This is an optimization exercise on Yosys and OpenROAD, whose aim is small area, not a production implementation. Function was checked by simulation only, so behaviour that the tests miss may differ from the original. Power and IR drop assume default switching activity. The clock port is modelled as an ideal driver; clocking choices that lean on that would not hold on a real chip.

north:
==> flow/design.v <==
package rob_pkg;
   localparam int ID_W   = 4;
   localparam int DATA_W = 64;
   localparam int RESP_W = 2;
   localparam int TAG_W  = 4;
   localparam int LEN_W  = 8;
   localparam logic [RESP_W-1:0] RESP_OKAY   = 2'b00;
   localparam logic [RESP_W-1:0] RESP_SLVERR = 2'b10;
   typedef struct packed {
      logic [ID_W-1:0]   id;
      logic [DATA_W-1:0] data;
      logic [RESP_W-1:0] resp;
      logic              last;
      logic [TAG_W-1:0]  tagid;
   } r_resp_t;
   typedef struct packed {
      logic             valid;
      logic [LEN_W-1:0] len;
      logic [TAG_W-1:0] tagid;
      logic [LEN_W-1:0] beat_cnt;
   } tag_entry_t;
endpackage
module fifo #(
   parameter int WIDTH = 8,
   parameter int DEPTH = 16
) (
   input  logic             clk,
   input  logic             rst_n,
   input  logic             wr_en,
   input  logic [WIDTH-1:0] din,
   input  logic             out_ready,
   output logic             out_valid,
   output logic [WIDTH-1:0] dout,
   output logic             full
);
   localparam int AW = $clog2(DEPTH);
   logic [DEPTH-1:0][WIDTH-1:0] r_mem;
   logic [AW-1:0]    r_wr_ptr;
   logic [DEPTH-1:0] r_rd_oh;
   logic [AW:0]      r_count;
   logic             r_out_valid;
   logic [WIDTH-1:0] r_out;
   logic             w_empty, w_pop, w_push;
   logic [WIDTH-1:0] w_head;
   assign full    = r_count[AW];
   assign w_empty = (r_count == '0);
   assign w_push  = wr_en && !full;
   assign w_pop   = !w_empty && (!r_out_valid || out_ready);
   always_comb begin
      w_head = '0;
      for (int i = 0; i < DEPTH; i++)
         w_head = w_head | (r_mem[i] & {WIDTH{r_rd_oh[i]}});
   end
   always_ff @(posedge clk or negedge rst_n) begin
      if (!rst_n) begin
         r_wr_ptr    <= '0;
         r_rd_oh     <= DEPTH'(1);
         r_count     <= '0;
         r_out_valid <= 1'b0;
      end else begin
         if (w_push) r_wr_ptr <= r_wr_ptr + 1'b1;
         if (w_pop)  r_rd_oh  <= {r_rd_oh[DEPTH-2:0], r_rd_oh[DEPTH-1]};
         if (w_push && !w_pop)      r_count <= r_count + 1'b1;
         else if (!w_push && w_pop) r_count <= r_count - 1'b1;
         if (w_pop)          r_out_valid <= 1'b1;
         else if (out_ready) r_out_valid <= 1'b0;
      end
   end
   always_ff @(posedge clk) begin
      for (int i = 0; i < DEPTH; i++) begin
         logic sel, we;
         sel = (r_wr_ptr == AW'(i)) && !full;
         we  = sel && wr_en;
         r_mem[i] <= (r_mem[i] & {WIDTH{!sel}}) | (din & {WIDTH{we}});
      end
      if (w_pop)  r_out <= w_head;
   end
   assign out_valid = r_out_valid;
   assign dout      = r_out;
endmodule
module incoming_response_buffer #(
   parameter int ID_WIDTH   = 4,
   parameter int DATA_WIDTH = 64,
   parameter int RESP_WIDTH = 2,
   parameter int TAG_WIDTH  = 4,
   parameter int LEN_WIDTH  = 8,
   parameter int FIFO_DEPTH = 16
) (
   input  logic                  clk,
   input  logic                  rst,
   input  logic                  alloc_valid,
   output logic                  alloc_ready,
   input  logic [ID_WIDTH-1:0]   alloc_id,
   input  logic [LEN_WIDTH-1:0]  alloc_len,
   input  logic [TAG_WIDTH-1:0]  alloc_tagid,
   input  logic                  in_valid,
   output logic                  in_ready,
   input  logic [ID_WIDTH-1:0]   in_id,
   input  logic [DATA_WIDTH-1:0] in_data,
   input  logic [RESP_WIDTH-1:0] in_resp,
   input  logic                  in_last,
   output logic                  out_valid,
   input  logic                  out_ready,
   output logic [ID_WIDTH-1:0]   out_id,
   output logic [DATA_WIDTH-1:0] out_data,
   output logic [RESP_WIDTH-1:0] out_resp,
   output logic                  out_last,
   output logic [TAG_WIDTH-1:0]  out_tagid,
   input  logic                  err_clr,
   output logic                  err_unexp,
   output logic                  err_len,
   output logic [ID_WIDTH:0]     alloc_count
);
   localparam int N_IDS     = 2**ID_WIDTH;
   localparam int PAYLOAD_W = ID_WIDTH + DATA_WIDTH + RESP_WIDTH + 1 + TAG_WIDTH;
   logic                 r_tv   [N_IDS];
   logic [LEN_WIDTH-1:0] r_trem [N_IDS];
   logic [TAG_WIDTH-1:0] r_ttag [N_IDS];
   logic [ID_WIDTH:0]    r_alloc_count;
   logic                 r_err_unexp;
   logic                 r_err_len;
   logic                 w_ent_valid;
   logic [LEN_WIDTH-1:0] w_ent_rem;
   logic [TAG_WIDTH-1:0] w_ent_tagid;
   rob_pkg::r_resp_t     w_push;
   logic                 w_in_fire, w_hit, w_unexp, w_at_len, w_free, w_len_err, w_alloc;
   logic                 w_fifo_full;
   logic [PAYLOAD_W-1:0] w_fifo_dout;
   rob_pkg::r_resp_t     w_out;
   assign alloc_ready = !r_tv[alloc_id];
   assign w_alloc     = alloc_valid && alloc_ready;
   assign in_ready    = !w_fifo_full;
   assign w_in_fire   = in_valid && in_ready;
   assign w_ent_valid = r_tv[in_id];
   assign w_ent_rem   = r_trem[in_id];
   assign w_ent_tagid = r_ttag[in_id];
   assign w_hit       = w_in_fire && w_ent_valid;
   assign w_unexp     = w_in_fire && !w_ent_valid;
   assign w_at_len    = (w_ent_rem == '0);
   assign w_free      = w_hit && (in_last || w_at_len);
   assign w_len_err   = w_hit && (in_last != w_at_len);
   always_comb begin
      w_push       = '0;
      w_push.id    = in_id;
      w_push.data  = in_data;
      w_push.resp  = (in_last != w_at_len) ? rob_pkg::RESP_SLVERR : in_resp;
      w_push.last  = in_last || w_at_len;
      w_push.tagid = w_ent_tagid;
   end
   always_ff @(posedge clk or negedge rst) begin
      if (!rst) begin
         for (int i = 0; i < N_IDS; i++) r_tv[i] <= 1'b0;
         r_alloc_count <= '0;
      end else begin
         if (w_free)  r_tv[in_id]    <= 1'b0;
         if (w_alloc) r_tv[alloc_id] <= 1'b1;
         if (w_alloc && !w_free)      r_alloc_count <= r_alloc_count + 1'b1;
         else if (!w_alloc && w_free) r_alloc_count <= r_alloc_count - 1'b1;
      end
   end
   logic [LEN_WIDTH-1:0] w_ent_dec;
   assign w_ent_dec = w_ent_rem - 1'b1;
   always_ff @(posedge clk) begin
      for (int i = 0; i < N_IDS; i++) begin
         logic ld, dc;
         ld = w_alloc && (alloc_id == ID_WIDTH'(i));
         dc = w_hit && !w_free && (in_id == ID_WIDTH'(i));
         r_trem[i] <= (r_trem[i] & {LEN_WIDTH{!(ld || dc)}})
                    | (alloc_len & {LEN_WIDTH{ld}})
                    | (w_ent_dec & {LEN_WIDTH{dc}});
      end
      if (w_alloc) r_ttag[alloc_id] <= alloc_tagid;
   end
   always_ff @(posedge clk or negedge rst) begin
      if (!rst) begin
         r_err_unexp <= 1'b0;
         r_err_len   <= 1'b0;
      end else begin
         r_err_unexp <= w_unexp   ? 1'b1 : (err_clr ? 1'b0 : r_err_unexp);
         r_err_len   <= w_len_err ? 1'b1 : (err_clr ? 1'b0 : r_err_len);
      end
   end
   fifo #(.WIDTH(PAYLOAD_W), .DEPTH(FIFO_DEPTH)) u_fifo (
      .clk       (clk),
      .rst_n     (rst),
      .wr_en     (w_hit),
      .din       (w_push),
      .out_ready (out_ready),
      .out_valid (out_valid),
      .dout      (w_fifo_dout),
      .full      (w_fifo_full)
   );
   assign w_out     = w_fifo_dout;
   assign out_id    = w_out.id;
   assign out_data  = w_out.data;
   assign out_resp  = w_out.resp;
   assign out_last  = w_out.last;
   assign out_tagid = w_out.tagid;
   assign err_unexp   = r_err_unexp;
   assign err_len     = r_err_len;
   assign alloc_count = r_alloc_count;
endmodule
==> flow/config.mk <==
export PLATFORM = sky130hd
export DESIGN_NAME = incoming_response_buffer
export DESIGN_NICKNAME = incoming_response_buffer
export VERILOG_FILES = /design/flow/design.v
export SDC_FILE = /design/flow/constraint.sdc
export NUM_CORES = 4
export LEC_CHECK = 0
export CAP_MARGIN = 20
export CORE_MARGIN = 2
export CORE_UTILIZATION = 60
export CTS_CLUSTER_DIAMETER = 95
export CTS_CLUSTER_SIZE = 28
export SLEW_MARGIN = 20
==> flow/constraint.sdc <==
create_clock -name core_clock -period 6.0 [get_ports {clk}]
set_input_delay 1.2000 -clock core_clock [delete_from_list [all_inputs] [get_ports {clk}]]
set_output_delay 1.2000 -clock core_clock [all_outputs]
set_load 0.01 [all_outputs]
standard.sh (not shown) runs the stock make flow with config.mk's settings and CLKGATE_MAP_FILE= SYNTH_SCRIPT=/design/flow/synth_recipe.tcl, a recipe that flattens the netlist after the stock synthesis.
==> flow/flow/run.sh <==
#!/bin/bash
# The standard layout (standard.sh: the standard flow's synthesis and ORFS flow, unchanged), with two
# settings passed to ORFS through its own variables:
#  - port buffers use the smallest buffer cell instead of the one buffer_ports picks;
#  - CTS clusters sinks as config.mk's CTS_CLUSTER_* do, without dummy balancing loads.
set -euo pipefail
export BUFFER_PORTS_ARGS="-buffer_cell sky130_fd_sc_hd__buf_1"
export CTS_ARGS="-sink_clustering_enable -repair_clock_nets -sink_clustering_size 28 -sink_clustering_max_diameter 95 -dont_use_dummy_load"
bash standard.sh > standard.log 2>&1
For south, these inputs were changed with respect to north:
-- flow/design.v --
<<< north, line 48
   assign w_pop   = !w_empty && (!r_out_valid || out_ready);
   always_comb begin
      w_head = '0;
      for (int i = 0; i < DEPTH; i++)
         w_head = w_head | (r_mem[i] & {WIDTH{r_rd_oh[i]}});
   end
   always_ff @(posedge clk or negedge rst_n) begin
>>> south, line 48
   assign w_pop   = !w_empty && (!r_out_valid || out_ready);
   always_comb begin
      w_head = r_out & {WIDTH{!w_pop}};
      for (int i = 0; i < DEPTH; i++)
         w_head = w_head | (r_mem[i] & {WIDTH{w_pop && r_rd_oh[i]}});
   end
   always_ff @(posedge clk or negedge rst_n) begin
<<< north, line 74
         r_mem[i] <= (r_mem[i] & {WIDTH{!sel}}) | (din & {WIDTH{we}});
      end
      if (w_pop)  r_out <= w_head;
   end
   assign out_valid = r_out_valid;
>>> south, line 74
         r_mem[i] <= (r_mem[i] & {WIDTH{!sel}}) | (din & {WIDTH{we}});
      end
      r_out <= w_head;
   end
   assign out_valid = r_out_valid;
## What came out
As of south, register cell area after layout had fallen by a few percent compared to north.
[south] post-layout total power rose 1.2% relative to north
north has lower instance count of the mapped netlist than south.
Changes observed in south relative to north: growth of design area from synthesis to finish saw a decrease; largest vdd supply drop saw a decrease.
Against north, pre-CTS setup slack in south came out better.
north ended up with fewer cell instances than south did.
Diff north -> south: fraction of layout instances using a drive strength above 1 fell 1.0 points, die area about even, portion of total power attributed to combinational logic rose 0.2 points.

afterwards: timing with drivers on the ports:
In the flow no input, the clock included, has a driving cell. The finished layouts below were timed again as built, in two steps. Step 1 sets driving cells, clkbuf_16 on the clock port and buf_2 on the other inputs (assumed; they add their load-dependent delay and slew). Step 2, shift: input delay + t, output delay - t, t = (earliest + latest rising clock arrival at the registers) / 2. This alone moves slack from input paths to output paths. Slacks: ideal ports / drivers / drivers and shift; pairs: ideal ports / drivers.
run | t, ns | setup slack, ns | slew at the worst register clock pin (ns) | worst slew at a driven data input, ns
north | 0.784 | 0.984 / 1.011 / 0.227 | 0.11 / 0.11 | 0.08
south | 0.772 | 0.899 / 0.926 / 0.154 | 0.11 / 0.11 | 0.07
After both steps setup and hold are still met in every run listed. For north, which loses most, drivers alone change the setup slack by +0.027 ns; drivers and shift together by -0.757 ns.
